What follows belongs to an exercise in optimizing a design on an open flow for small area and a short achievable clock period; a production flow would make more cautious choices.
The RTL was checked by simulation tests, not by an equivalence proof against the original design.

==> flow/design.v, too long to show whole: its modules and the start of the top module <==
// module fft8_top: 6470 lines
module fft8_top (
    input  logic         clk,
    input  logic         reset_n,
    input  logic         valid_in,
    input  logic [143:0] x_re,
    input  logic [143:0] x_im,
    output logic         valid_out,
    output logic [143:0] y_re,
    output logic [143:0] y_im
);
  // ...
==> flow/flow/run.sh <==
#!/bin/bash
# Layout flow: the standard flow (standard.sh), with two changes:
#  1. after the standard synthesis, flow/polopt.py re-chooses the polarity of
#     each full-adder cell (a full adder is self-dual) to remove inverters;
#     the logic function and every register are unchanged;
#  2. the port buffers use sky130_fd_sc_hd__buf_1.
set -euo pipefail
R=$PWD/orfs/results/sky130hd/fft8_top/base
export BUFFER_PORTS_ARGS="-buffer_cell sky130_fd_sc_hd__buf_1"
bash standard.sh $R/1_2_yosys.v > synth_make.log 2>&1
cp $R/1_2_yosys.v standard_synth_netlist.v
python3 flow/polopt.py standard_synth_netlist.v $R/1_2_yosys.v > polopt.log 2>&1
bash standard.sh > layout_make.log 2>&1
==> flow/flow/polopt.py <==
#!/usr/bin/env python3
"""Remove inverters around full-adder cells of a Yosys gate netlist.

A full adder is self-dual: FA(~a, ~b, ~c) = ~FA(a, b, c) for both SUM and
COUT.  Each fa cell may therefore be "flipped" (its inputs and outputs taken in
the other polarity) without changing what the circuit computes.  This script
chooses flips that minimise the number of inverters, then rewrites the
netlist: every inverter is removed and at most one inverter per signal is put
back where some load needs the other polarity.

usage: polopt.py IN.v OUT.v
"""
import re
import sys
import random

IN, OUT = sys.argv[1], sys.argv[2]
src = open(IN).read()

cell_re = re.compile(r'^\s*(sky130_fd_sc_hd__\w+)\s+(\S+)\s*\((.*?)\);', re.S | re.M)
pin_re = re.compile(r'\.(\w+)\(([^()]*)\)')

m0 = cell_re.search(src)
head = src[:m0.start()]
cells = []
last_end = None
for m in cell_re.finditer(src):
    typ, name, body = m.group(1), m.group(2), m.group(3)
    pins = [(p, n.strip()) for p, n in pin_re.findall(body)]
    cells.append([typ, name, pins])
    last_end = m.end()
tail = src[last_end:]
if re.search(r'\bassign\b', tail) or re.search(r'\bassign\b', head):
    sys.exit('assign statements not supported')

OUTPINS = {'X', 'Y', 'Q', 'Q_N', 'SUM', 'COUT', 'HI', 'LO'}


def is_inv(t):
    return re.match(r'sky130_fd_sc_hd__(inv|clkinv)_\d+$', t) is not None


def is_fa(t):
    return re.match(r'sky130_fd_sc_hd__fa_\d+$', t) is not None


# driver of each net
driver = {}
for ci, (t, n, pins) in enumerate(cells):
    for p, net in pins:
        if p in OUTPINS:
            driver[net] = (ci, p)

# root and parity of each net through inverter chains
inv_in = {}
for ci, (t, n, pins) in enumerate(cells):
    if is_inv(t):
        d = dict(pins)
        inv_in[d['Y']] = d['A']


def root(net):
    par = 0
    while net in inv_in:
        net = inv_in[net]
        par ^= 1
    return net, par


# output port nets
port_out = set()
for m in re.finditer(r'^\s*output\s+(\[(\d+):(\d+)\]\s*)?(\S+);', head, re.M):
    name = m.group(4)
    if m.group(1):
        hi, lo = int(m.group(2)), int(m.group(3))
        for i in range(lo, hi + 1):
            port_out.add(f'{name}[{i}]')
    else:
        port_out.add(name)

fa_idx = [ci for ci, c in enumerate(cells) if is_fa(c[0])]
# a flippable fa must not drive an output port directly
flippable = set()
for ci in fa_idx:
    outs = [net for p, net in cells[ci][2] if p in OUTPINS]
    if not any(o in port_out for o in outs):
        flippable.add(ci)

# consumers: list of (root, parity, consumer cell or None for port, pin)
cons = {}  # root -> list of [cell index or -1, parity]
uses = []  # (ci, pin, root, parity)
for ci, (t, n, pins) in enumerate(cells):
    if is_inv(t):
        continue
    for p, net in pins:
        if p in OUTPINS:
            continue
        r, par = root(net)
        uses.append((ci, p, r, par))
        cons.setdefault(r, []).append((ci, par))
port_uses = []
for pn in sorted(port_out):
    if pn in inv_in:
        r, par = root(pn)
        port_uses.append((pn, r, par))
        cons.setdefault(r, []).append((-1, par))

# driver cell of each root (fa only matter)
root_drv = {}
for r in cons:
    if r in driver:
        root_drv[r] = driver[r][0]

flip = {ci: 0 for ci in flippable}


def fl(ci):
    return flip.get(ci, 0)


def need_inv(r):
    d = fl(root_drv[r]) if r in root_drv else 0
    for ci, par in cons[r]:
        if par ^ d ^ (fl(ci) if ci >= 0 else 0):
            return 1
    return 0


def total():
    return sum(need_inv(r) for r in cons)


# roots touched by each fa
touch = {}
for ci in flippable:
    rs = set()
    for p, net in cells[ci][2]:
        if p in OUTPINS:
            if net in cons:
                rs.add(net)
        else:
            rs.add(root(net)[0])
    touch[ci] = list(rs)

before = total()
n_inv_before = sum(1 for c in cells if is_inv(c[0]))
order = sorted(flippable)
random.seed(1)
best = dict(flip)
best_cost = before
cur = before
for rnd in range(60):
    improved = False
    random.shuffle(order)
    for ci in order:
        rs = touch[ci]
        old = sum(need_inv(r) for r in rs)
        flip[ci] ^= 1
        new = sum(need_inv(r) for r in rs)
        if new < old or (new == old and rnd > 5 and random.random() < 0.3):
            cur += new - old
            if new < old:
                improved = True
        else:
            flip[ci] ^= 1
        if cur < best_cost:
            best_cost = cur
            best = dict(flip)
    if not improved and rnd > 20:
        break
flip = best
after = total()
print(f'inverter cells before {n_inv_before}, needed before {before}, after {after}, '
      f'flipped {sum(flip.values())} of {len(flippable)} fa cells', file=sys.stderr)

# rewrite
inv_net = {}
new_cells = []
cnt = [0]


def inv_of(r):
    if r not in inv_net:
        cnt[0] += 1
        nn = f'_polinv_{cnt[0]}_'
        inv_net[r] = nn
        new_cells.append(['sky130_fd_sc_hd__inv_1', f'_polinv_cell_{cnt[0]}_', [('A', r), ('Y', nn)]])
    return inv_net[r]


use_map = {}
for ci, p, r, par in uses:
    d = fl(root_drv[r]) if r in root_drv else 0
    need = par ^ d ^ fl(ci)
    use_map[(ci, p)] = inv_of(r) if need else r

out_cells = []
for ci, (t, n, pins) in enumerate(cells):
    if is_inv(t):
        continue
    np_ = []
    for p, net in pins:
        if p in OUTPINS:
            np_.append((p, net))
        else:
            np_.append((p, use_map[(ci, p)]))
    out_cells.append([t, n, np_])
for pn, r, par in port_uses:
    d = fl(root_drv[r]) if r in root_drv else 0
    if par ^ d:
        cnt[0] += 1
        out_cells.append(['sky130_fd_sc_hd__inv_1', f'_polinv_cell_{cnt[0]}_', [('A', r), ('Y', pn)]])
    else:
        cnt[0] += 1
        out_cells.append(['sky130_fd_sc_hd__buf_1', f'_polbuf_cell_{cnt[0]}_', [('A', r), ('X', pn)]])
out_cells += new_cells

# declare new wires
decl = ''.join(f'  wire {w};\n' for w in inv_net.values())
hm = head.rstrip('\n') + '\n' + decl
body = []
for t, n, pins in out_cells:
    ps = ',\n'.join(f'    .{p}({net}{" " if net.startswith(chr(92)) else ""})' for p, net in pins)
    body.append(f'  {t} {n} (\n{ps}\n  );\n')
open(OUT, 'w').write(hm + ''.join(body) + tail)
print(f'inverter cells written {sum(1 for c in out_cells if is_inv(c[0]))}', file=sys.stderr)
==> flow/standard.sh <==
#!/bin/bash
# synth_recipe.tcl (not shown) runs the flow's synth.tcl, then flattens the netlist and writes it again
# the make line also repeats each setting of config.mk as NAME=value (left out here)
make -C /OpenROAD-flow-scripts/flow DESIGN_CONFIG=/design/flow/config.mk WORK_HOME=/design/flow/orfs CLKGATE_MAP_FILE= SYNTH_SCRIPT=/design/flow/synth_recipe.tcl "${@:-finish}"
==> flow/config.mk <==
export PLATFORM = sky130hd
export DESIGN_NAME = fft8_top
export DESIGN_NICKNAME = fft8_top
export VERILOG_FILES = /design/flow/design.v
export SDC_FILE = /design/flow/constraint.sdc
export NUM_CORES = 4
export LEC_CHECK = 0
export CAP_MARGIN = 20
export CORE_MARGIN = 2
export CORE_UTILIZATION = 40
export SLEW_MARGIN = 20
==> flow/constraint.sdc <==
create_clock -name core_clock -period 12.0 [get_ports {clk}]
set_input_delay 2.4000 -clock core_clock [delete_from_list [all_inputs] [get_ports {clk}]]
set_output_delay 2.4000 -clock core_clock [all_outputs]
set_load 0.01 [all_outputs]
==> flow_summary.toml, run 1 <==
[run_status]
status = "no timing/DRC/antenna violations"

[run]
maxCapViolCount = 0

[layout]
multi_input_area_um2 = 26600
fill_cells = 13100
layout.nets = 5937
clock_buffer_count = 196

[floorplan]
pin_count = 580
die_w_um = 388
taps = 1917
dieHeight_um = 388
initial_core_util = 0.404

[place]
hpwlAfterDp_um = 125000
portBuffers = 579

[global_routing]
antenna_found_initial = 7
grt_pass1_wl_um = 211000

[yosys]
synth_area_um2 = 59000
synth_fp_nets = 5485

[worst_setup_path]
worst-r2r-setup-slack_ps = 6680
crit_path_end_kind = "register"
endpoint = "r3638_3$_DFF_P_"
r2r_end = "r3638_3$_DFF_P_"
cp-start-kind = "register"
slowest_delay_ps = 760
path_delay_family = "adder cells"
path_depth = 10
path_cells = "fa_1 -> fa_1 -> fa_1 -> fa_1 -> fa_1 -> inv_1 -> fa_1 -> fa_1 -> fa_1 -> fa_1"
timing.rr.start = "r680_2$_DFF_P_"

[routing]
num_vias = 26600
vias_per_cell = 4.20

[hold_path]
holdCritPathClass = "reg2reg"

[timing]
grt_setup_unrepaired = "no"
fin_setup_tns_ps = 0
==> inputs of run 2 (changes only) <==
--- a/flow/flow/polopt.py
+++ b/flow/flow/polopt.py
@@ -215,6 +215,75 @@
         out_cells.append(['sky130_fd_sc_hd__buf_1', f'_polbuf_cell_{cnt[0]}_', [('A', r), ('X', pn)]])
 out_cells += new_cells
 
+# pin assignment: a full adder is symmetric in its inputs; put the latest
+# arriving input on CIN (fastest arc), the next on B, the earliest on A.
+FA_PIN_D = {'A': 0.45, 'B': 0.42, 'CIN': 0.38}
+drv2 = {}
+for k, (t, n, pins) in enumerate(out_cells):
+    for p, net in pins:
+        if p in OUTPINS:
+            drv2[net] = k
+arr = {}
+
+
+def is_ff(t):
+    return re.match(r'sky130_fd_sc_hd__(df|sdf|edf)', t) is not None
+
+
+def cell_delay(t, p):
+    if is_fa(t):
+        return FA_PIN_D.get(p, 0.45)
+    if 'ha_' in t:
+        return 0.3
+    if is_inv(t):
+        return 0.07
+    return 0.2
+
+
+def arrival(net):
+    if net in arr:
+        return arr[net]
+    stack = [net]
+    while stack:
+        x = stack[-1]
+        if x in arr:
+            stack.pop()
+            continue
+        k = drv2.get(x)
+        if k is None or is_ff(out_cells[k][0]):
+            arr[x] = 0.0
+            stack.pop()
+            continue
+        t, n, pins = out_cells[k]
+        ins = [(p, net2) for p, net2 in pins if p not in OUTPINS]
+        miss = [net2 for p, net2 in ins if net2 not in arr]
+        if miss:
+            stack.extend(miss)
+            continue
+        a = 0.0
+        for p, net2 in ins:
+            a = max(a, arr[net2] + cell_delay(t, p))
+        for p, net2 in pins:
+            if p in OUTPINS:
+                arr[net2] = a
+        stack.pop()
+    return arr[net]
+
+
+swapped = 0
+for k in range(len(out_cells)):
+    t, n, pins = out_cells[k]
+    if not is_fa(t):
+        continue
+    d = dict(pins)
+    ins = sorted([d['A'], d['B'], d['CIN']], key=arrival)
+    if [d['A'], d['B'], d['CIN']] != ins:
+        swapped += 1
+    d['A'], d['B'], d['CIN'] = ins
+    out_cells[k] = [t, n, [(p, d[p]) for p, _ in pins]]
+    # arrival of outputs is recomputed lazily only for later cells; keep simple
+print(f'fa input pins reordered on {swapped} cells', file=sys.stderr)
+
 # declare new wires
 decl = ''.join(f'  wire {w};\n' for w in inv_net.values())
 hm = head.rstrip('\n') + '\n' + decl
==> flow_summary.toml, run 2 <==
[clocking]
post_cts_buffers = 0
root_buffer = "clkbuf_16"
cts.htree.levels = 4
cts_buffer_depth = 3
cts_resized = 0
cts.sinks = 1391
clk_latency_ps = 780
holdBufCountCts = 0
cts_made_buffers = 149
cts_tree = "built"
path_clk_slew_ps = 60

[routing]
first_pass_iters = 5
vias_per_cell = 4.21
wirelength_um = 144000
ant_nets = 0
avgRoutedWirePerCell_um = 22.8
drt_iter0_drc = 1026
num_vias = 26700
drc = 0

[layout]
largest_register_ffs = 4
final_common_cell = "dfxtp_1"
layout_common_cells = "dfxtp_1, fa_1, inv_1"
layout.nets = 5935
fill_cells = 13100
synthToLayoutAreaGrowth_pct = 13.3
regMostFlops = "vld"
drive_above_1_share = 0.0583

[worst_setup_path]
path_common_cell = "fa_1"
critPathRequiredTime_ps = 12630
worst-r2r-setup-slack_ps = 6710
slowest_delay_ps = 640
critPathSlowestCell = "fa_1"
crit_path_end_kind = "register"
crit_fanout = 6
rr_worst_depth = 10
worst-setup-path-type = "reg2reg"
cp-start-kind = "register"
path_cells = "fa_1 -> fa_1 -> fa_1 -> fa_1 -> fa_1 -> fa_1 -> fa_1 -> inv_1 -> fa_1 -> fa_1"
timing.rr.start = "r680_2$_DFF_P_"
arrival_ps = 5910
r2r_end = "r3638_3$_DFF_P_"

[global_routing]
groute.usage.overall = 0.199
grt_pass1_wl_um = 211000
grt_pass1_vias = 31200
antenna_found_initial = 9
grt_max_degree = 17
overflow = 0

[run_status]
status = "no timing/DRC/antenna violations"

[hold_path]
holdCritPathClass = "reg2reg"
holdPathStages = 0
hold_start = "r3104_3$_DFF_P_"
holdPathEnd = "r3104_4$_DFF_P_"

[timing]
post-route-period-util = 0.441
fin_crit_ps = 5290
setup_viol = 0
grt_setup_unrepaired = "no"
tightest_slew_ps = 575
max_freq_mhz = 189
slew_headroom = 0.616
skew_ps = 41.0
whs_ps = 305
slew_viol_final = 0
hold_viol = 0
fin_setup_tns_ps = 0

[yosys]
synth_area_um2 = 59000
synth_fp_nets = 5485
yosysWarnings = 1
synthCells = 3841
postSynthAreaPerCell_um2 = 15.4

[floorplan]
initial_core_util = 0.404
row_count = 140
dieHeight_um = 388
core_area_um2 = 146000
die_w_um = 388
dieArea_um2 = 151000
pin_count = 580

[place]
gp_congestion = 0.890
hpwlAfterDp_um = 125000
portBuffers = 579

[run]
maxCapViolCount = 0
[run 2: how the worst max path moves through the flow]
stage	cells after the start	slack (ps)	endpoint	start
final	10	6710	r3638_3$_DFF_P_	r680_2$_DFF_P_
after global routing	12	6570	r2500_2$_DFF_P_	r1299_1$_DFF_P_
after CTS	12	6660	r2500_2$_DFF_P_	r1299_1$_DFF_P_
after detailed placement	10	6270	r2269_1$_DFF_P_	x_re[54]
after global placement	10	6380	r2269_1$_DFF_P_	x_re[54]
after floorplan	9	6690	r662_1$_DFF_P_	x_re[18]
[run 2: final cells by class]
type	count	area, um^2	share of cell area
inverters	670	2510	0.0376
multi-input cells	1500	26600	0.397
diodes	1	2.50	0.0000374
flip-flops and latches	1391	27800	0.416
clock inverters	74	1200	0.0179
well taps	1917	2400	0.0359
repair buffers	579	2170	0.0325
clock buffers	198	4200	0.0628
[run 2: layer usage]
layer	track usage	wire, um	up-vias
li1	-	-	11900
met1	0.254	60800	13900
met2	0.346	72900	675
met3	0.0407	7030	181
met4	0.0521	3460	4
met5	0	24	-
[run 2: metrics by stage]
stage	instances	instance area (um^2)	setup WS, ps	util
2_1_floorplan	3841	59000	6690	-
3_3_place_gp	6057	61500	6380	0.421
3_5_place_dp	6057	61500	6270	0.421
4_1_cts	6329	66900	6660	0.458
5_1_grt	6329	66900	6570	0.458
6_report	6330	66900	6710	0.458
[run 2: worst max-delay path, delay by kind of cell, from the launching register on]
| kind | cells | cell delay, ps |
|---|---|---|
| fa+ha+maj | 9 | 4420 |
| buf+inv | 1 | 100 |
| flops | 1 | 620 |
==> inputs of run 3 (changes only) <==
--- a/flow/config.mk
+++ b/flow/config.mk
@@ -8,4 +8,6 @@
 export CAP_MARGIN = 20
 export CORE_MARGIN = 2
 export CORE_UTILIZATION = 40
+export CTS_CLUSTER_DIAMETER = 100
+export CTS_CLUSTER_SIZE = 28
 export SLEW_MARGIN = 20
==> flow_summary.toml, run 3 <==
[run_status]
status = "no timing/DRC/antenna violations"

[worst_setup_path]
worst-r2r-setup-slack_ps = 6720
arrival_ps = 5870
rr_worst_depth = 10
cp-start-kind = "register"
worst-setup-path-type = "reg2reg"
path_cells = "fa_1 -> fa_1 -> fa_1 -> fa_1 -> fa_1 -> fa_1 -> fa_1 -> inv_1 -> fa_1 -> fa_1"
critPathSlowestCell = "fa_1"
slowest_delay_ps = 650
critPathRequiredTime_ps = 12590
r2r_end = "r3638_3$_DFF_P_"
timing.rr.start = "r680_2$_DFF_P_"
crit_fanout = 6
path_common_cell = "fa_1"
crit_path_end_kind = "register"

[global_routing]
groute.usage.overall = 0.195
grt_pass1_wl_um = 207000
overflow = 0
antenna_found_initial = 13
grt_pass1_vias = 30300
grt_max_degree = 29

[floorplan]
dieHeight_um = 388
dieArea_um2 = 151000
die_w_um = 388
initial_core_util = 0.404
core_area_um2 = 146000
row_count = 140
pin_count = 580

[place]
gp_congestion = 0.890
portBuffers = 579
hpwlAfterDp_um = 125000
post-place-ws_ps = 6270

[run]
maxCapViolCount = 0

[layout]
layout_common_cells = "dfxtp_1, fa_1, inv_1"
drive_above_1_share = 0.0194
layout.nets = 5845
antenna_cells = 0
final_common_cell = "dfxtp_1"
largest_register_ffs = 4
synthToLayoutAreaGrowth_pct = 7.15
regMostFlops = "vld"

[routing]
wirelength_um = 142000
first_pass_iters = 4
vias_per_cell = 4.22
drt_iter0_drc = 950
avgRoutedWirePerCell_um = 23.1
num_vias = 25900
drc = 0
ant_nets = 0

[clocking]
cts_tree = "built"
cts_made_buffers = 59
path_clk_slew_ps = 110
clk_latency_ps = 740
cts_buffer_depth = 3
root_buffer = "clkbuf_16"
holdBufCountCts = 0
cts.sinks = 1391
cts_resized = 0
post_cts_buffers = 0
cts.htree.levels = 2

[timing]
skew_ps = 50.0
setup_ws_ps = 6720
grt_setup_unrepaired = "no"
slew_headroom = 0.617
max_freq_mhz = 189
hold_viol = 0
fin_crit_ps = 5280
setup_viol = 0
fin_setup_tns_ps = 0
slew_viol_final = 0
tightest_slew_ps = 574
post-route-period-util = 0.440

[hold_path]
holdCritPathClass = "reg2reg"
holdPathEnd = "r2752_3$_DFF_P_"
holdPathStages = 0
hold_start = "r2752_2$_DFF_P_"

[yosys]
synth_area_um2 = 59000
postSynthAreaPerCell_um2 = 15.4
synth_fp_nets = 5485
yosysWarnings = 1
synthCells = 3841
==> run 3: changes by cell type in the layout (fill, tap and decap cells not counted), sizes merged <==
| cell | delta |
|---|---|
| clkinv | -26 |
| bufinv | -20 |
| clkbuf | -136 |
| diode | -1 |
| clkinvlp | -12 |
| inv | -1 |
==> run 3: area by class of cell <==
cell class | instances | area, um^2
clock buffers | 62 | 1520
fillers | 13400 | 82800
flip-flops and latches | 1391 | 27800
multi-input cells | 1500 | 26600
inverters | 670 | 2510
well taps | 1917 | 2400
repair buffers | 579 | 2170
clock inverters | 15 | 229
==> run 3: worst max-delay path, delay by kind of cell (launching register included) <==
| kind | cells | cell delay, ps |
|---|---|---|
| flip-flops | 1 | 620 |
| adder cells (fa/ha/maj) | 9 | 4420 |
| buffers and inverters | 1 | 100 |
==> run 3: through the flow <==
step	cells	util	area, um^2	hold WS (ps)
2_1_floorplan	3841	-	59000	310
3_3_place_gp	6057	0.421	61500	311
3_5_place_dp	6057	0.421	61500	312
4_1_cts	6134	0.433	63200	327
5_1_grt	6134	0.433	63200	331
6_report	6134	0.433	63200	325
==> run 3: worst max path at each step <==
stage	startpoint	to	slack (ps)	cells past startpoint
after global routing	r2932_4$_DFF_P_	y_im[107]	6590	6
after CTS	r1299_1$_DFF_P_	r2500_2$_DFF_P_	6700	12
after global placement	x_re[54]	r2269_1$_DFF_P_	6380	10
final	r680_2$_DFF_P_	r3638_3$_DFF_P_	6720	10
after floorplan	x_re[18]	r662_1$_DFF_P_	6690	9
after detailed placement	x_re[54]	r2269_1$_DFF_P_	6270	10
==> run 3: routing by layer <==
layer,track usage,wire length [um],up-vias
met1,0.254,60500,13600
met5,0,41,-
met2,0.343,71800,562
li1,-,-,11600
met4,0.0429,3330,8
met3,0.0291,5800,132
==> inputs of run 4 (changes only) <==
--- a/flow/flow/run.sh
+++ b/flow/flow/run.sh
@@ -2,7 +2,8 @@
 # Layout flow: the standard flow (standard.sh), with two changes:
 #  1. after the standard synthesis, flow/polopt.py re-chooses the polarity of
 #     each full-adder cell (a full adder is self-dual) to remove inverters;
-#     the logic function and every register are unchanged;
+#     it also puts the latest-arriving input of each full adder on its fastest
+#     pin (CIN); the logic function and every register are unchanged;
 #  2. the port buffers use sky130_fd_sc_hd__buf_1.
 set -euo pipefail
 R=$PWD/orfs/results/sky130hd/fft8_top/base
==> flow_summary.toml, run 4 <==
[layout]
layout_common_cells = "dfxtp_1, fa_1, inv_1"
synthToLayoutAreaGrowth_pct = 7.15
ff_latch_area_um2 = 27800
multi_input_area_um2 = 26600
fin_area_um2 = 63200
layout.nets = 5845
regMostFlops = "vld"
largest_register_ffs = 4
fill_cells = 13400
drive_above_1_share = 0.0194
antenna_cells = 0
final_common_cell = "dfxtp_1"

[timing]
max_freq_mhz = 189
grt_setup_unrepaired = "no"
post-route-period-util = 0.440
setup_viol = 0
setup_ws_ps = 6720
fin_crit_ps = 5280
fin_setup_tns_ps = 0
slew_viol_final = 0
skew_ps = 50.0
whs_ps = 325
hold_viol = 0
slew_headroom = 0.617
tightest_slew_ps = 574

[floorplan]
pin_count = 580
die_w_um = 388
row_count = 140
core_area_um2 = 146000
dieHeight_um = 388
dieArea_um2 = 151000
initial_core_util = 0.404

[global_routing]
overflow = 0
grt_pass1_wl_um = 207000
antenna_found_initial = 13
grt_pass1_vias = 30300
groute.usage.overall = 0.195
grt_max_degree = 29

[routing]
first_pass_iters = 4
wirelength_um = 142000
drt_iter0_drc = 950
num_vias = 25900
vias_per_cell = 4.22
avgRoutedWirePerCell_um = 23.1
drc = 0
ant_nets = 0

[yosys]
synthCells = 3841
postSynthAreaPerCell_um2 = 15.4
synth_area_um2 = 59000
yosysWarnings = 1
synth_fp_nets = 5485

[worst_setup_path]
path_cells = "fa_1 -> fa_1 -> fa_1 -> fa_1 -> fa_1 -> fa_1 -> fa_1 -> inv_1 -> fa_1 -> fa_1"
path_delay_family = "adder cells"
worst-setup-path-type = "reg2reg"
arrival_ps = 5870
cp-start-kind = "register"
slowest_delay_ps = 650
path_common_cell = "fa_1"
critPathSlowestCell = "fa_1"
critPathBufInv = 1
crit_fanout = 6
crit_path_end_kind = "register"
critPathRequiredTime_ps = 12590

[run_status]
status = "no timing/DRC/antenna violations"

[clocking]
clk_latency_ps = 740
cts_tree = "built"
post_cts_buffers = 0
cts_buffer_depth = 3
cts.htree.levels = 2
cts.sinks = 1391
path_clk_slew_ps = 110
root_buffer = "clkbuf_16"
cts_made_buffers = 59
holdBufCountCts = 0
cts_resized = 0

[place]
dpl_cell_area_um2 = 61500
gp_congestion = 0.890
portBuffers = 579
hpwlAfterDp_um = 125000
post-place-ws_ps = 6270

[hold_path]
holdCritPathClass = "reg2reg"

[run]
maxCapViolCount = 0
==> run 4: final timing paths <==
path | start | cells after the start | slack (ps) | to
min reg2reg | r2752_2$_DFF_P_ | 0 | 330 | r2752_3$_DFF_P_
max reg2reg | r680_2$_DFF_P_ | 10 | 6720 | r3638_3$_DFF_P_
max | r680_2$_DFF_P_ | 10 | 6720 | r3638_3$_DFF_P_
min | r2752_2$_DFF_P_ | 0 | 330 | r2752_3$_DFF_P_
==> run 4: cell type report <==
class | instances | share of cell area
clock buffers | 62 | 0.0240
clock inverters | 15 | 0.00362
inverters | 670 | 0.0398
multi-input cells | 1500 | 0.420
flip-flops and latches | 1391 | 0.440
well taps | 1917 | 0.0379
repair buffers | 579 | 0.0344
==> run 4: metal layers <==
| layer | up-vias | share of wire | global-route usage |
|---|---|---|---|
| met5 | - | 0.00029 | 0 |
| met4 | 8 | 0.024 | 0.0429 |
| met3 | 132 | 0.041 | 0.0291 |
| met2 | 562 | 0.51 | 0.343 |
| met1 | 13600 | 0.43 | 0.254 |
| li1 | 11600 | - | - |
==> run 4: per-stage QoR <==
step	util	instances
floorplan	-	3841
global placement	0.421	6057
detailed placement	0.421	6057
CTS	0.433	6134
global route	0.433	6134
finish	0.433	6134
==> inputs of run 5 (changes only) <==
--- a/flow/config.mk
+++ b/flow/config.mk
@@ -7,7 +7,7 @@
 export LEC_CHECK = 0
 export CAP_MARGIN = 20
 export CORE_MARGIN = 2
-export CORE_UTILIZATION = 40
+export CORE_UTILIZATION = 55
 export CTS_CLUSTER_DIAMETER = 100
 export CTS_CLUSTER_SIZE = 28
 export SLEW_MARGIN = 20
==> flow_summary.toml, run 5 <==
[place]
hpwlAfterDp_um = 114000
gp_congestion = 0.875
portBuffers = 579

[routing]
drt_iter0_drc = 1015
drc = 0
wirelength_um = 129000
vias_per_cell = 4.55
ant_nets = 0
num_vias = 25600
avgRoutedWirePerCell_um = 22.9
first_pass_iters = 5

[floorplan]
initial_core_util = 0.553
row_count = 120
dieArea_um2 = 110000
pin_count = 580
dieHeight_um = 332
core_area_um2 = 107000
die_w_um = 332

[hold_path]
holdPathEnd = "r3214_4$_DFF_P_"
holdPathStages = 0
hold_start = "r3214_3$_DFF_P_"
holdCritPathClass = "reg2reg"

[yosys]
synth_area_um2 = 59000
yosysWarnings = 1
postSynthAreaPerCell_um2 = 15.4
synthCells = 3841
synth_fp_nets = 5485

[clocking]
cts_made_buffers = 57
cts_resized = 0
holdBufCountCts = 0
root_buffer = "clkbuf_16"
cts_tree = "built"
cts_buffer_depth = 3
clk_latency_ps = 720
cts.sinks = 1391
cts.htree.levels = 2
post_cts_buffers = 0
path_clk_slew_ps = 100

[worst_setup_path]
path_delay_family = "adder cells"
path_cells = "fa_1 -> fa_1 -> fa_1 -> fa_1 -> fa_1 -> fa_1 -> fa_1 -> fa_1 -> fa_1 -> inv_1 -> ha_1 -> fa_1"
rr_worst_depth = 12
critPathRequiredTime_ps = 12580
cp-start-kind = "register"
r2r_end = "r2188_2$_DFF_P_"
timing.rr.start = "r1591_1$_DFF_P_"
crit_fanout = 2
crit_path_end_kind = "register"
critPathBufInv = 1
path_depth = 12
slowest_delay_ps = 640
worst-r2r-setup-slack_ps = 6720
arrival_ps = 5850
path_common_cell = "fa_1"
worst-setup-path-type = "reg2reg"
critPathSlowestCell = "fa_1"

[timing]
fin_crit_ps = 5280
setup_viol = 0
post-route-period-util = 0.440
max_freq_mhz = 190
tightest_slew_ps = 660
slew_headroom = 0.557
slew_viol_final = 0
skew_ps = 30.3
hold_viol = 0
fin_setup_tns_ps = 0
grt_setup_unrepaired = "no"

[layout]
largest_register_ffs = 4
regMostFlops = "vld"
final_common_cell = "dfxtp_1"
layout.nets = 5843
synthToLayoutAreaGrowth_pct = 5.85
layout_common_cells = "dfxtp_1, fa_1, inv_1"
drive_above_1_share = 0.0183

[run]
maxCapViolCount = 0

[global_routing]
overflow = 0
antenna_found_initial = 14
grt_pass1_wl_um = 191000
groute.usage.overall = 0.246
grt_pass1_vias = 29600
grt_max_degree = 29

[run_status]
status = "no timing/DRC/antenna violations"
==> run 5: layout make-up <==
type                    instances  area, um^2
well taps                    1403        1760
clock buffers                  62        1520
flip-flops and latches       1391       27800
clock inverters                 9        82.6
fillers                      8684       44300
inverters                     670        2510
diodes                         10        25.0
repair buffers                579        2170
multi-input cells            1500       26600
==> run 5: worst register-to-register path, cell delays in order (launching register included) <==
cell and delay (ps):
dfxtp_1 340, fa_1 440, fa_1 400, fa_1 440, fa_1 410, fa_1 390
fa_1 410, fa_1 400, fa_1 380, fa_1 640, inv_1 140, ha_1 340
fa_1 430
==> run 5: through the flow <==
stage               cell area (um^2)  setup slack (ps)  hold WS, ps  utilization  instances
floorplan                      59000              6690          310            -       3841
global placement               60900              6390          310        0.570       5543
detailed placement             60900              6330          312        0.570       5543
CTS                            62500              6670          324        0.585       5614
global route                   62500              6570          333        0.585       5616
finish                         62500              6720          322        0.585       5624
==> run 5: worst max-delay path by stage <==
stage / from / endpoint / slack, ps
after floorplan: x_re[18] / r662_1$_DFF_P_ / 6690
after global placement: x_re[18] / r662_1$_DFF_P_ / 6390
after detailed placement: x_re[18] / r662_1$_DFF_P_ / 6330
after CTS: r1591_1$_DFF_P_ / r2188_2$_DFF_P_ / 6670
after global routing: r1591_1$_DFF_P_ / r2188_2$_DFF_P_ / 6570
final: r1591_1$_DFF_P_ / r2188_2$_DFF_P_ / 6720
==> run 5: layer usage <==
metal / routed length [um] / vias to the layer above / global-route usage
li1: - / 11600 / -
met1: 50400 / 13300 / 0.303
met2: 67300 / 582 / 0.438
met3: 6070 / 156 / 0.0431
met4: 4880 / 6 / 0.0863
met5: 39 / - / 0
==> inputs of run 6 (changes only) <==
--- a/flow/flow/run.sh
+++ b/flow/flow/run.sh
@@ -4,9 +4,12 @@
 #     each full-adder cell (a full adder is self-dual) to remove inverters;
 #     it also puts the latest-arriving input of each full adder on its fastest
 #     pin (CIN); the logic function and every register are unchanged;
-#  2. the port buffers use sky130_fd_sc_hd__buf_1.
+#  2. the port buffers use sky130_fd_sc_hd__buf_1;
+#  3. the timing repair after CTS and global routing works on every path
+#     whose slack is under SETUP_SLACK_MARGIN (the constraints are unchanged).
 set -euo pipefail
 R=$PWD/orfs/results/sky130hd/fft8_top/base
+export SETUP_SLACK_MARGIN=7.4
 export BUFFER_PORTS_ARGS="-buffer_cell sky130_fd_sc_hd__buf_1"
 bash standard.sh $R/1_2_yosys.v > synth_make.log 2>&1
 cp $R/1_2_yosys.v standard_synth_netlist.v
--- a/flow/config.mk
+++ b/flow/config.mk
@@ -10,4 +10,5 @@
 export CORE_UTILIZATION = 55
 export CTS_CLUSTER_DIAMETER = 100
 export CTS_CLUSTER_SIZE = 28
+export PLACE_DENSITY = 0.7
 export SLEW_MARGIN = 20
==> flow_summary.toml, run 6 <==
[routing]
wirelength_um = 128000
first_pass_iters = 7
drc = 0
drt_iter0_drc = 1090
num_vias = 26200
avgRoutedWirePerCell_um = 22.6
ant_nets = 0
vias_per_cell = 4.62

[worst_setup_path]
arrival_ps = 2440
crit_fanout = 2
worst-setup-path-type = "reg2out"
cp-start-kind = "register"
worst-r2r-setup-slack_ps = 7180
crit_path_end_kind = "output pin"
critPathRequiredTime_ps = 9600

[layout]
regMostFlops = "vld"
largest_register_ffs = 4
layout_common_cells = "dfxtp_1, fa_2, inv_1"
drive_above_1_share = 0.236
fill_cells = 8128
multi_input_area_um2 = 28700
final_common_cell = "dfxtp_1"
final_util = 0.611
synthToLayoutAreaGrowth_pct = 10.6
ff_latch_area_um2 = 27900
layout.nets = 5900
fin_cells = 5680

[floorplan]
initial_core_util = 0.553
pin_count = 580
core_area_um2 = 107000
dieArea_um2 = 110000
dieHeight_um = 332
die_w_um = 332
row_count = 120

[hold_path]
holdCritPathClass = "reg2reg"

[timing]
slew_viol_final = 0
fin_setup_tns_ps = 0
grt_setup_unrepaired = "yes"
max_freq_mhz = 206
setup_viol = 0
hold_viol = 0
slew_headroom = 0.578
tightest_slew_ps = 632
post-route-period-util = 0.404
skew_ps = 36.9
setup_ws_ps = 7160
fin_crit_ps = 4840

[place]
post-place-ws_ps = 6330
portBuffers = 579
dpl.cell_count = 5543
hpwlAfterDp_um = 112000
gp_congestion = 0.886

[clocking]
root_buffer = "clkbuf_16"
cts.sinks = 1391
cts_tree = "built"
cts_buffer_depth = 3
holdBufCountCts = 0
cts.htree.levels = 2
path_clk_slew_ps = 100
cts_made_buffers = 56
clk_latency_ps = 710

[yosys]
yosysWarnings = 1
synth_area_um2 = 59000
postSynthAreaPerCell_um2 = 15.4
synth_fp_nets = 5485
synthCells = 3841

[global_routing]
grt_pass1_vias = 30600
groute.usage.overall = 0.246
grt_pass1_wl_um = 192000
grt.met3_usage = 0.0425
antenna_found_initial = 19
overflow = 0
grt.met2_usage = 0.432
grt_max_degree = 30
grt-busiest-layer = "met2"
use_met1 = 0.303

[run]
maxCapViolCount = 0

[run_status]
status = "no timing/DRC/antenna violations"
-- run 6: worst max-delay path, cell delays in order, from the launching register on --
cell	delay, ps
dfxtp_4	380
fa_2	390
fa_2	350
fa_2	550
buf_6	100
-- run 6: final timing paths --
kind | end | from | cells past startpoint
setup / recovery | y_im[106] | r2752_4$_DFF_P_ | 4
hold / removal | r3250_3$_DFF_P_ | r3250_2$_DFF_P_ | 0
setup reg to reg | r2188_2$_DFF_P_ | r1591_1$_DFF_P_ | 12
hold reg to reg | r3250_3$_DFF_P_ | r3250_2$_DFF_P_ | 0
-- run 6: through the flow --
step                      hold WS, ps  instance area, um^2
final                             320                65300
after floorplan                   310                59900
after global routing              324                65200
after detailed placement          312                61700
after CTS                         315                64800
after global placement            310                61700
-- run 6: what timing repair did --
action | 4_1_cts | 5_1_grt
setup buffers | 38 | 20
hold endpoints to repair | 0 | 0
gates resized for setup | 539 | 111
setup endpoints to repair | 232 | 132
pin swaps | 139 | 102
-- run 6: per-layer routing --
metal  routed length, um  vias up  share of wire
met3                6470      192          0.050
li1                    -    11700              -
met2               66400      682           0.52
met1               49800    13700           0.39
met5                  66        -        0.00051
met4                5720       10          0.044
-- run 6: cell type report --
| cell class | count | share of cell area |
|---|---|---|
| repair buffers | 637 | 0.0423 |
| flip-flops and latches | 1391 | 0.428 |
| diodes | 13 | 0.000498 |
| multi-input cells | 1500 | 0.439 |
| clock inverters | 6 | 0.00107 |
| clock buffers | 60 | 0.0219 |
| inverters | 670 | 0.0402 |
| well taps | 1403 | 0.0269 |
==> inputs of run 7 (changes only) <==
--- a/flow/config.mk
+++ b/flow/config.mk
@@ -7,8 +7,8 @@
 export LEC_CHECK = 0
 export CAP_MARGIN = 20
 export CORE_MARGIN = 2
-export CORE_UTILIZATION = 55
+export CORE_UTILIZATION = 60
 export CTS_CLUSTER_DIAMETER = 100
 export CTS_CLUSTER_SIZE = 28
-export PLACE_DENSITY = 0.7
+export PLACE_DENSITY = 0.8
 export SLEW_MARGIN = 20
==> flow_summary.toml, run 7 <==
[timing]
slew_headroom = 0.579
max_freq_mhz = 206
skew_ps = 40.0
slew_viol_final = 0
fin_crit_ps = 4860
grt_setup_unrepaired = "yes"
fin_setup_tns_ps = 0
setup_viol = 0
hold_viol = 0
post-route-period-util = 0.405
tightest_slew_ps = 631

[clocking]
cts_buffer_depth = 3
path_clk_slew_ps = 110
cts.sinks = 1391
cts.htree.levels = 2
cts_tree = "built"
root_buffer = "clkbuf_16"
cts_made_buffers = 55
clk_latency_ps = 700

[layout]
final_common_cell = "dfxtp_1"
synthToLayoutAreaGrowth_pct = 10.5
fill_cells = 6723
regMostFlops = "vld"
final_util = 0.666
largest_register_ffs = 4
layout_common_cells = "dfxtp_1, fa_2, inv_1"
drive_above_1_share = 0.245
ff_latch_area_um2 = 27900
multi_input_area_um2 = 28700
layout.nets = 5912

[worst_setup_path]
worst-setup-path-type = "reg2out"
crit_path_end_kind = "output pin"
cp-start-kind = "register"
worst-r2r-setup-slack_ps = 7210
crit_fanout = 2
critPathRequiredTime_ps = 9600
arrival_ps = 2460

[routing]
drt_iter0_drc = 1350
first_pass_iters = 7
num_vias = 26800
ant_nets = 0
drc = 0
vias_per_cell = 4.80
wirelength_um = 130000
avgRoutedWirePerCell_um = 23.4

[yosys]
yosysWarnings = 1
synth_area_um2 = 59000
synth_fp_nets = 5485
postSynthAreaPerCell_um2 = 15.4
synthCells = 3841

[floorplan]
row_count = 115
die_w_um = 318
pin_count = 580
initial_core_util = 0.602
dieArea_um2 = 101000
core_area_um2 = 98000
dieHeight_um = 318

[global_routing]
antenna_found_initial = 20
groute.usage.overall = 0.272
grt_pass1_vias = 31600
grt_pass1_wl_um = 197000
overflow = 0
grt_max_degree = 30

[place]
portBuffers = 579
hpwlAfterDp_um = 112000
gp_congestion = 0.907

[run]
maxCapViolCount = 0

[run_status]
status = "no timing/DRC/antenna violations"

[hold_path]
holdCritPathClass = "reg2reg"
## run 7: layout make-up
type / count / share of cell area
multi-input combinational: 1500 / 0.440
antenna: 8 / 0.000307
inverter: 670 / 0.0403
timing repair buffer: 650 / 0.0441
tap: 1287 / 0.0247
sequential: 1391 / 0.428
clock buffer: 60 / 0.0215
clock inverter: 3 / 0.000959
## run 7: critical path: stages (launching register included)
cell     delay, ps
dfxtp_4        380
fa_2           390
fa_2           350
fa_2           540
buf_6          100
## run 7: through the flow
step | hold WS [ps] | cell area [um^2] | cells | worst slack, ps
5_1_grt | 334 | 65200 | 5566 | 7020
6_report | 329 | 65200 | 5569 | 7140
3_3_place_gp | 310 | 61600 | 5427 | 6360
4_1_cts | 332 | 64500 | 5520 | 7070
3_5_place_dp | 312 | 61600 | 5427 | 6320
2_1_floorplan | 310 | 59900 | 3841 | 6770
## run 7: final timing paths
| path | depth (start not counted) | endpoint | from |
|---|---|---|---|
| min | 0 | r2723_4$_DFF_P_ | r2723_3$_DFF_P_ |
| min reg2reg | 0 | r2723_4$_DFF_P_ | r2723_3$_DFF_P_ |
| max reg2reg | 11 | r3511_3$_DFF_P_ | r1757_2$_DFF_P_ |
| max | 4 | y_re[142] | r2806_4$_DFF_P_ |
## run 7: layer usage
metal	vias up	routed length, um	track usage
met4	22	5940	0.107
met2	706	69200	0.490
met1	14100	49000	0.328
met5	-	153	0
li1	11700	-	-
met3	223	5870	0.0415
## run 7: repair_timing
action                     4_1_cts  5_1_grt
gates cloned                     0        0
pin swaps                      168      152
buffers inserted                30       41
setup endpoints to repair      229      147
hold buffers                     0        0
gates resized for setup        514      166
==> inputs of run 8 (changes only) <==
--- a/flow/flow/run.sh
+++ b/flow/flow/run.sh
@@ -9,7 +9,7 @@
 #     whose slack is under SETUP_SLACK_MARGIN (the constraints are unchanged).
 set -euo pipefail
 R=$PWD/orfs/results/sky130hd/fft8_top/base
-export SETUP_SLACK_MARGIN=7.4
+export SETUP_SLACK_MARGIN=7.8
 export BUFFER_PORTS_ARGS="-buffer_cell sky130_fd_sc_hd__buf_1"
 bash standard.sh $R/1_2_yosys.v > synth_make.log 2>&1
 cp $R/1_2_yosys.v standard_synth_netlist.v
--- a/flow/config.mk
+++ b/flow/config.mk
@@ -7,8 +7,7 @@
 export LEC_CHECK = 0
 export CAP_MARGIN = 20
 export CORE_MARGIN = 2
-export CORE_UTILIZATION = 60
+export CORE_UTILIZATION = 40
 export CTS_CLUSTER_DIAMETER = 100
 export CTS_CLUSTER_SIZE = 28
-export PLACE_DENSITY = 0.8
 export SLEW_MARGIN = 20
==> flow_summary.toml, run 8 <==
[worst_setup_path]
path_cells = "inv_2 -> fa_2 -> fa_2 -> fa_2 -> xnor2_2 -> buf_2"
crit_fanout = 2
worst-setup-path-type = "reg2out"
cp-start-kind = "register"
crit_path_end_kind = "output pin"
critPathRequiredTime_ps = 9600
critPathSlowestCell = "dfxtp_4"
slowest_delay_ps = 380
path_delay_family = "adder cells"
path_common_cell = "fa_2"
critPathBufInv = 2
worst-r2r-setup-slack_ps = 7220
arrival_ps = 2510

[global_routing]
grt_pass1_wl_um = 210000
grt_pass1_vias = 31100
grt.met3_usage = 0.0303
grt_max_degree = 30
grt.met2_usage = 0.350
antenna_found_initial = 9
use_met1 = 0.251
grt-busiest-layer = "met2"
groute.usage.overall = 0.197
overflow = 0

[clocking]
cts.sinks = 1391
cts_made_buffers = 59
root_buffer = "clkbuf_16"
cts.htree.levels = 2
path_clk_slew_ps = 110
cts_buffer_depth = 3
holdBufCountCts = 0
clk_latency_ps = 710
cts_tree = "built"

[timing]
post-route-period-util = 0.409
skew_ps = 26.4
slew_viol_final = 0
max_freq_mhz = 204
setup_ws_ps = 7090
tightest_slew_ps = 568
hold_viol = 0
setup_viol = 0
fin_crit_ps = 4910
fin_setup_tns_ps = 0
grt_setup_unrepaired = "yes"
slew_headroom = 0.618

[routing]
drt_iter0_drc = 802
num_vias = 26300
drc = 0
ant_nets = 0
vias_per_cell = 4.20
avgRoutedWirePerCell_um = 22.8
wirelength_um = 142000
first_pass_iters = 4

[floorplan]
dieArea_um2 = 151000
core_area_um2 = 146000
pin_count = 580
dieHeight_um = 388
initial_core_util = 0.404
row_count = 140
die_w_um = 388

[layout]
layout.nets = 5954
fin_cells = 6251
synthToLayoutAreaGrowth_pct = 14.4
final_common_cell = "dfxtp_1"
drive_above_1_share = 0.320
regMostFlops = "vld"
largest_register_ffs = 4
final_util = 0.462
layout_common_cells = "dfxtp_1, fa_2, buf_1"

[yosys]
synth_fp_nets = 5485
postSynthAreaPerCell_um2 = 15.4
synth_area_um2 = 59000
synthCells = 3841
yosysWarnings = 1

[place]
portBuffers = 579
post-place-ws_ps = 6320
gp_congestion = 0.887
dpl.cell_count = 6057
hpwlAfterDp_um = 124000

[run_status]
status = "no timing/DRC/antenna violations"

[hold_path]
holdCritPathClass = "reg2reg"

[run]
maxCapViolCount = 0
run 8: cell type report:
type	instances	area (um^2)
clock buffers	67	1590
clock inverters	13	185
multi-input cells	1500	29200
repair buffers	688	3510
inverters	670	2640
flip-flops and latches	1391	28000
diodes	5	12.5
fillers	13000	78600
well taps	1917	2400
run 8: stage by stage:
step,area [um^2],hold slack (ps)
3_5_place_dp,63600,312
2_1_floorplan,61100,310
3_3_place_gp,63600,310
5_1_grt,67500,320
6_report,67500,315
4_1_cts,67100,312
run 8: per-layer routing:
layer  wire [um]  vias up  share of wire
li1            -    11800              -
met1       59100    13800           0.41
met2       73400      537           0.52
met3        6110      137          0.043
met4        3800        6          0.027
met5          35        -        0.00025
run 8: path summary, 6_finish.rpt:
path / from / to / cells past startpoint
max: r2932_4$_DFF_P_ / y_im[107] / 6
max reg2reg: r1591_1$_DFF_P_ / r2188_2$_DFF_P_ / 12
min reg2reg: r2806_3$_DFF_P_ / r2806_4$_DFF_P_ / 0
min: r2806_3$_DFF_P_ / r2806_4$_DFF_P_ / 0
run 8: repair_timing:
item | 4_1_cts | 5_1_grt
setup buffers | 82 | 27
endpoints found under the setup margin | 356 | 314
cloned | 0 | 0
gates resized for setup | 442 | 95
hold endpoints to repair | 0 | 0
pin swaps | 213 | 109
==> inputs of run 9 (changes only) <==
--- a/flow/flow/run.sh
+++ b/flow/flow/run.sh
@@ -9,7 +9,7 @@
 #     whose slack is under SETUP_SLACK_MARGIN (the constraints are unchanged).
 set -euo pipefail
 R=$PWD/orfs/results/sky130hd/fft8_top/base
-export SETUP_SLACK_MARGIN=7.8
+export SETUP_SLACK_MARGIN=7.2
 export BUFFER_PORTS_ARGS="-buffer_cell sky130_fd_sc_hd__buf_1"
 bash standard.sh $R/1_2_yosys.v > synth_make.log 2>&1
 cp $R/1_2_yosys.v standard_synth_netlist.v
==> flow_summary.toml, run 9 <==
[place]
portBuffers = 579
dpl.cell_count = 6057
dpl_cell_area_um2 = 62000
hpwlAfterDp_um = 123000
gp_congestion = 0.849
post-place-ws_ps = 6300

[global_routing]
grt_pass1_wl_um = 205000
groute.usage.overall = 0.194
grt_max_degree = 29
antenna_found_initial = 11
grt_pass1_vias = 30400
overflow = 0

[yosys]
postSynthAreaPerCell_um2 = 15.4
synth_area_um2 = 59000
synth_fp_nets = 5485
synthCells = 3841
yosysWarnings = 1

[worst_setup_path]
r2r_end = "r2969_3$_DFF_P_"
path_cells = "fa_2 -> fa_2 -> fa_2 -> xnor2_2 -> buf_2"
timing.rr.start = "r1703_2$_DFF_P_"
path_common_cell = "fa_2"
critPathBufInv = 1
cp-start-kind = "register"
worst-setup-path-type = "reg2out"
critPathSlowestCell = "fa_2"
crit_fanout = 2
arrival_ps = 2490
critPathRequiredTime_ps = 9600
crit_path_end_kind = "output pin"
slowest_delay_ps = 390
rr_worst_depth = 11
critPathLaunch = "r2752_4$_DFF_P_"
path_delay_family = "adder cells"
worst-r2r-setup-slack_ps = 7190

[clocking]
cts_tree = "built"
cts_made_buffers = 60
root_buffer = "clkbuf_16"
cts.htree.levels = 2
clk_latency_ps = 730
cts.sinks = 1391
cts_buffer_depth = 3
path_clk_slew_ps = 110

[routing]
first_pass_iters = 5
wirelength_um = 141000
avgRoutedWirePerCell_um = 22.8
vias_per_cell = 4.19
drt_iter0_drc = 1059
ant_nets = 0
num_vias = 25900
drc = 0

[hold_path]
holdPathStages = 0
holdPathEnd = "r2806_4$_DFF_P_"
holdCritPathClass = "reg2reg"
hold_start = "r2806_3$_DFF_P_"

[layout]
layout.nets = 5887
ff_latch_area_um2 = 27900
final_common_cell = "dfxtp_1"
multi_input_area_um2 = 28100
fin_cells = 6187
synthToLayoutAreaGrowth_pct = 10.6
fill_cells = 13200
fin_area_um2 = 65300
layout_common_cells = "dfxtp_1, inv_1, fa_1"
drive_above_1_share = 0.177
regMostFlops = "vld"
largest_register_ffs = 4

[timing]
setup_ws_ps = 7110
hold_viol = 0
post-route-period-util = 0.408
fin_crit_ps = 4890
setup_viol = 0
slew_headroom = 0.597
skew_ps = 38.5
tightest_slew_ps = 604
fin_setup_tns_ps = 0
slew_viol_final = 0
max_freq_mhz = 204
grt_setup_unrepaired = "yes"

[floorplan]
dieArea_um2 = 151000
pin_count = 580
die_w_um = 388
core_area_um2 = 146000
initial_core_util = 0.404
row_count = 140
dieHeight_um = 388

[run]
maxCapViolCount = 0

[run_status]
status = "no timing/DRC/antenna violations"
==> run 9: cell count changes in the layout (fill, tap and decap cells not counted), moves of 19 or more <==
| cell | delta |
|---|---|
| buf_6 | -63 |
| fa_2 | -348 |
| buf_4 | -26 |
| fa_1 | +348 |
| inv_2 | -116 |
| buf_1 | +38 |
| inv_1 | +127 |
| dfxtp_1 | +26 |
| dfxtp_2 | -19 |
==> run 9: worst reg2reg max path: stages (launching register included) <==
cell and delay, ps:
dfxtp_2 340, fa_2 390, fa_2 670, clkinv_4 110
fa_1 530, fa_1 560, ha_4 210, fa_2 340
fa_2 600, inv_1 70, fa_2 350, fa_2 540
==> run 9: routing by layer <==
metal	global-route usage	vias up	wire, um
met1	0.245	13500	58500
met5	0	-	26
li1	-	11700	-
met2	0.342	563	72400
met4	0.0456	4	3190
met3	0.0365	116	6890
==> run 9: stage by stage <==
| step | utilization | hold slack, ps |
|---|---|---|
| 2_1_floorplan | - | 310 |
| 3_3_place_gp | 0.424 | 310 |
| 3_5_place_dp | 0.424 | 312 |
| 4_1_cts | 0.444 | 309 |
| 5_1_grt | 0.447 | 311 |
| 6_report | 0.447 | 314 |
==> run 9: cell type report <==
cell class | count | share of cell area
antenna | 9 | 0.000345
clock buffer | 64 | 0.0237
clock inverter | 16 | 0.00312
inverter | 670 | 0.0394
multi-input combinational | 1500 | 0.430
sequential | 1391 | 0.428
tap | 1917 | 0.0367
timing repair buffer | 620 | 0.0390
==> run 9: timing repair <==
| action | 4_1_cts | 5_1_grt |
|---|---|---|
| buffers inserted | 24 | 17 |
| endpoints found under the setup margin | 156 | 99 |
| hold buffers | 0 | 0 |
| hold endpoints to repair | 0 | 0 |
| pin swaps | 99 | 91 |
| resized for setup | 385 | 115 |
==> run 9: worst max path at each step <==
stage	slack, ps	endpoint	depth (start not counted)
6_report	7110	y_im[107]	5
5_1_grt	7010	y_im[107]	6
4_1_cts	7010	y_im[35]	6
3_5_place_dp	6300	r662_1$_DFF_P_	10
3_3_place_gp	6340	r662_1$_DFF_P_	10
2_1_floorplan	6770	r662_1$_DFF_P_	9

[separate check: timing with driven ports]
Ports are ideal in the flow. The routed layouts listed here were re-timed in OpenROAD.
Step 1 sets driving cells, clkbuf_16 on the clock port and buf_2 on the other inputs (assumed; they add their load-dependent delay and slew).
Step 2 times the ports against the registers' clock, not the clock port: input delays grow and output delays shrink by t, the midpoint of the rising clock arrivals with the driver on.
Slacks: ideal / step 1 / step 2; pairs: ideal / step 1.
run	t, ns	setup slack, ns	clock arrival spread, ns
run 1	0.842	6.683 / 6.683 / 6.284	0.038 / 0.038
run 2	0.839	6.712 / 6.712 / 6.291	0.041 / 0.041
run 3	0.787	6.719 / 6.719 / 6.222	0.051 / 0.051
run 4	0.787	6.719 / 6.719 / 6.222	0.051 / 0.051
run 5	0.772	6.724 / 6.724 / 6.399	0.034 / 0.034
run 6	0.762	7.155 / 7.082 / 6.577	0.040 / 0.039
run 7	0.758	7.141 / 7.067 / 6.580	0.041 / 0.042
run 8	0.777	7.087 / 7.006 / 6.579	0.028 / 0.028
run 9	0.795	7.108 / 7.025 / 6.455	0.051 / 0.050
After both steps every run listed still meets setup and hold. The setup slack of run 9, which loses most, moves by -0.083 ns with the drivers and by -0.653 ns with both steps.
